This is an optimization exercise on Yosys and OpenROAD, whose aim is a short achievable clock period and few clock cycles, not a production implementation.
In this exercise RTL edits were held to simulation tests only and were not proved equivalent to the original.
Power and IR drop assume default switching activity.

## run A
// cpuTop
module cpuTop (
    input  logic                    clk,
    input  logic                    rst,
    output logic                    memReq,
    output logic                    memWe,
    output logic [cpuPkg::XLEN-1:0] memAddr,
    output logic [cpuPkg::XLEN-1:0] memWdata,
    input  logic                    memAck,
    input  logic [cpuPkg::XLEN-1:0] memRdata,
    output logic                    halted
);
    logic accessDone;
    logic issued;
    logic phFetch;
    logic phExec;
    logic phMem;
    logic iLdSt;
    logic fAlu;
    logic fExec;
    logic fUseImm;
    logic fStore;
    stateToControl decode (
        .opcode(memRdata[6:0]), .isAlu(fAlu), .isExec(fExec), .isUseImm(fUseImm),
        .isStore(fStore)
    );
    stateSequencer sequencer (
        .clk(clk),
        .rst(rst),
        .memAck(memAck),
        .fAlu(fAlu),
        .fExec(fExec),
        .iLdSt(iLdSt),
        .memReq(memReq),
        .issued(issued),
        .accessDone(accessDone),
        .phFetch(phFetch),
  ...
Size: about 4,500 cells after synthesis, roughly 1,300 flip-flops, ~100 I/O pins.
clock: 8.0 ns
lec_check: 0
abc_clock_period_in_ps: 3000
cap_margin: 20
core_margin: 2
core_utilization: 40
setup_slack_margin: 4.5
slew_margin: 20
run.sh (not shown) runs the stock make flow with config.mk's settings and CLKGATE_MAP_FILE= SYNTH_SCRIPT=/design/flow/synth_recipe.tcl, a recipe that flattens the netlist after the stock synthesis.
Run A | status: complete | timing, DRC, antenna: pass
Testbench counts of run A, summed over its fixed seeds: cycles 69,239.
diff inputs: run A => run B
# run A
export LEC_CHECK = 0
export ABC_CLOCK_PERIOD_IN_PS = 3000
export CAP_MARGIN = 20
export CORE_MARGIN = 2
export CORE_UTILIZATION = 40
export SETUP_SLACK_MARGIN = 4.5
export SLEW_MARGIN = 20
create_clock -name core_clock -period 8.0 [get_ports {clk}]
# run B
export LEC_CHECK = 0
export ABC_CLOCK_PERIOD_IN_PS = 3000
export CAP_MARGIN = 20
export CORE_MARGIN = 2
export CORE_UTILIZATION = 40
export SETUP_SLACK_MARGIN = 4.6
export SLEW_MARGIN = 20
create_clock -name core_clock -period 8.0 [get_ports {clk}]
==> comparison <==
Summary of run B over run A: power density over the cells now sits lower, required time of the worst setup path now sits lower, hold slack now sits higher, final critical delay including setup and external delays now sits lower.
## Diff of input files: run C against run B
# run B
export LEC_CHECK = 0
export ABC_CLOCK_PERIOD_IN_PS = 3000
export CAP_MARGIN = 20
export CORE_MARGIN = 2
export CORE_UTILIZATION = 40
export SETUP_SLACK_MARGIN = 4.6
export SLEW_MARGIN = 20
create_clock -name core_clock -period 8.0 [get_ports {clk}]
# run C
export LEC_CHECK = 0
export ABC_CLOCK_PERIOD_IN_PS = 3000
export CAP_MARGIN = 20
export CORE_MARGIN = 2
export CORE_UTILIZATION = 40
export SETUP_SLACK_MARGIN = 4.8
export SLEW_MARGIN = 20
create_clock -name core_clock -period 8.0 [get_ports {clk}]
Results
The clock skew after layout on run B is in line with that on run C.
Run B → run C: power density over cell area down 3.1 nW/µm²; clock power down about 3%; total cell area at the placement stage flat; overall overflow remaining after global route flat.
Diff run B -> run C | final period utilization | increase of 0.27 points
Cell area sits higher in run C than in run B.
Run B ended up with datapath.regA[0] as its critical path startpoint; run C ended up with memRdata[21].

---

Setup of JK:
Another version of the RTL of cpuTop (not shown whole).
Size: ~4600 cells after synthesis, ~1300 flip-flops, about 100 I/O pins, ~0.066 mm² of cells after synthesis.
==> flow/config.mk <==
export PLATFORM = sky130hd
export DESIGN_NAME = cpuTop
export DESIGN_NICKNAME = cpuTop
export VERILOG_FILES = /design/flow/design.v
export SDC_FILE = /design/flow/constraint.sdc
export NUM_CORES = 4
export LEC_CHECK = 0
export ABC_CLOCK_PERIOD_IN_PS = 3000
export CAP_MARGIN = 20
export CORE_MARGIN = 2
export CORE_UTILIZATION = 40
export SETUP_SLACK_MARGIN = 4.7
export SLEW_MARGIN = 20
==> flow/constraint.sdc <==
create_clock -name core_clock -period 8.0 [get_ports {clk}]
set_input_delay 1.6000 -clock core_clock [delete_from_list [all_inputs] [get_ports {clk}]]
set_output_delay 1.6000 -clock core_clock [all_outputs]
set_load 0.01 [all_outputs]
Testbench counts of JK, summed over its fixed seeds: cycles 69,239.
Inputs modified between JK and MS:
# JK
export LEC_CHECK = 0
export ABC_CLOCK_PERIOD_IN_PS = 3000
export CAP_MARGIN = 20
export CORE_MARGIN = 2
export CORE_UTILIZATION = 40
export SETUP_SLACK_MARGIN = 4.7
export SLEW_MARGIN = 20
create_clock -name core_clock -period 8.0 [get_ports {clk}]
# MS
export LEC_CHECK = 0
export ABC_CLOCK_PERIOD_IN_PS = 3000
export CAP_MARGIN = 20
export CORE_MARGIN = 2
export CORE_UTILIZATION = 40
export SETUP_SLACK_MARGIN = 4.65
export SLEW_MARGIN = 20
create_clock -name core_clock -period 8.0 [get_ports {clk}]
Notes after the runs:
On final standard cell count with taps included and fillers excluded, JK and MS are basically level. MS reports a lower net switching power than JK does. Changes observed in MS relative to JK: total vias in the final route stayed essentially flat; design area stayed essentially flat; amount of wire on met2 after detailed routing stayed essentially flat; wire length stayed essentially flat. JK -> MS: final weighted congestion in routability-driven placement increased slightly. In the tables for JK and MS, global routing usage on met2 reads higher with JK. Number of placed cells counting well taps essentially unchanged between JK and MS. JK and MS ended up with nearly the same utilization. The power on JK is in line with that on MS.
The following lists how AL was set up differently from MS:
# MS
export LEC_CHECK = 0
export ABC_CLOCK_PERIOD_IN_PS = 3000
export CAP_MARGIN = 20
export CORE_MARGIN = 2
export CORE_UTILIZATION = 40
export SETUP_SLACK_MARGIN = 4.65
export SLEW_MARGIN = 20
create_clock -name core_clock -period 8.0 [get_ports {clk}]
# AL
export LEC_CHECK = 0
export ABC_CLOCK_PERIOD_IN_PS = 3000
export CAP_MARGIN = 20
export CORE_MARGIN = 2
export CORE_UTILIZATION = 35
export SETUP_SLACK_MARGIN = 4.6
export SLEW_MARGIN = 20
create_clock -name core_clock -period 8.0 [get_ports {clk}]
--- outcome ---
- Lower global-route usage goes to AL over MS.
- On via count of the routed design, MS loses to AL.
- AL vs MS — clock group total power dropped by a few percent
Changes in TR relative to AL:
# AL
export LEC_CHECK = 0
export ABC_CLOCK_PERIOD_IN_PS = 3000
export CAP_MARGIN = 20
export CORE_MARGIN = 2
export CORE_UTILIZATION = 35
export SETUP_SLACK_MARGIN = 4.6
export SLEW_MARGIN = 20
create_clock -name core_clock -period 8.0 [get_ports {clk}]
# TR
export LEC_CHECK = 0
export ABC_CLOCK_PERIOD_IN_PS = 3000
export CAP_MARGIN = 20
export CORE_MARGIN = 2
export CORE_UTILIZATION = 45
export SETUP_SLACK_MARGIN = 4.6
export SLEW_MARGIN = 20
create_clock -name core_clock -period 8.0 [get_ports {clk}]
## What came out
In the tables for AL and TR, maximum frequency reads higher with TR. Core occupancy in the finished layout (lower): AL. Relative to AL, area of the die has decreased by 22% in TR. TR vs. AL: ratio of total power to cell area rose 6.3 mW/mm²; multi-input combinational gate total roughly the same. A uppermost metal layer occupied by signal nets of met4 is what AL shows, while met5 belongs to TR.

-- afterwards: timing with drivers on the ports --
The results above use ideal ports. As a check the final layouts listed here were re-extracted and re-timed, cells and wires unchanged. Step 1 (the two cells are an assumption about what drives the block):
set clk [get_ports {clk}]
set_driving_cell -lib_cell sky130_fd_sc_hd__clkbuf_16 $clk
set_driving_cell -lib_cell sky130_fd_sc_hd__buf_2 [delete_from_list [all_inputs] $clk]
Step 2 adds t to the input delays and takes it off the output delays; t is the mean of the earliest and latest rising clock arrival at the registers after step 1. Input paths then give back, and output paths get back, about the clock's delay inside the block. Three values: ideal, step 1, step 2; two values: the first two.
| run | t, ns | slack for setup (ns) | worst slew at a driven data input, ns | pins driven straight from the clock port |
|---|---|---|---|---|
| run A | 0.877 | 4.398 / 4.132 / 3.254 | 0.48 | 1 |
| run B | 0.873 | 4.480 / 4.240 / 3.367 | 0.52 | 1 |
| run C | 0.869 | 4.459 / 4.331 / 3.461 | 0.39 | 1 |
| JK | 0.879 | 4.482 / 4.288 / 3.410 | 0.37 | 1 |
| MS | 0.850 | 4.430 / 4.309 / 3.459 | 0.36 | 1 |
| AL | 0.875 | 4.330 / 4.115 / 3.240 | 0.49 | 1 |
| TR | 0.873 | 4.424 / 4.281 / 3.407 | 0.32 | 1 |
After both steps setup and hold are still met in every run listed. For run A, which loses most, drivers alone change the setup slack by -0.266 ns; drivers and shift together by -1.144 ns.
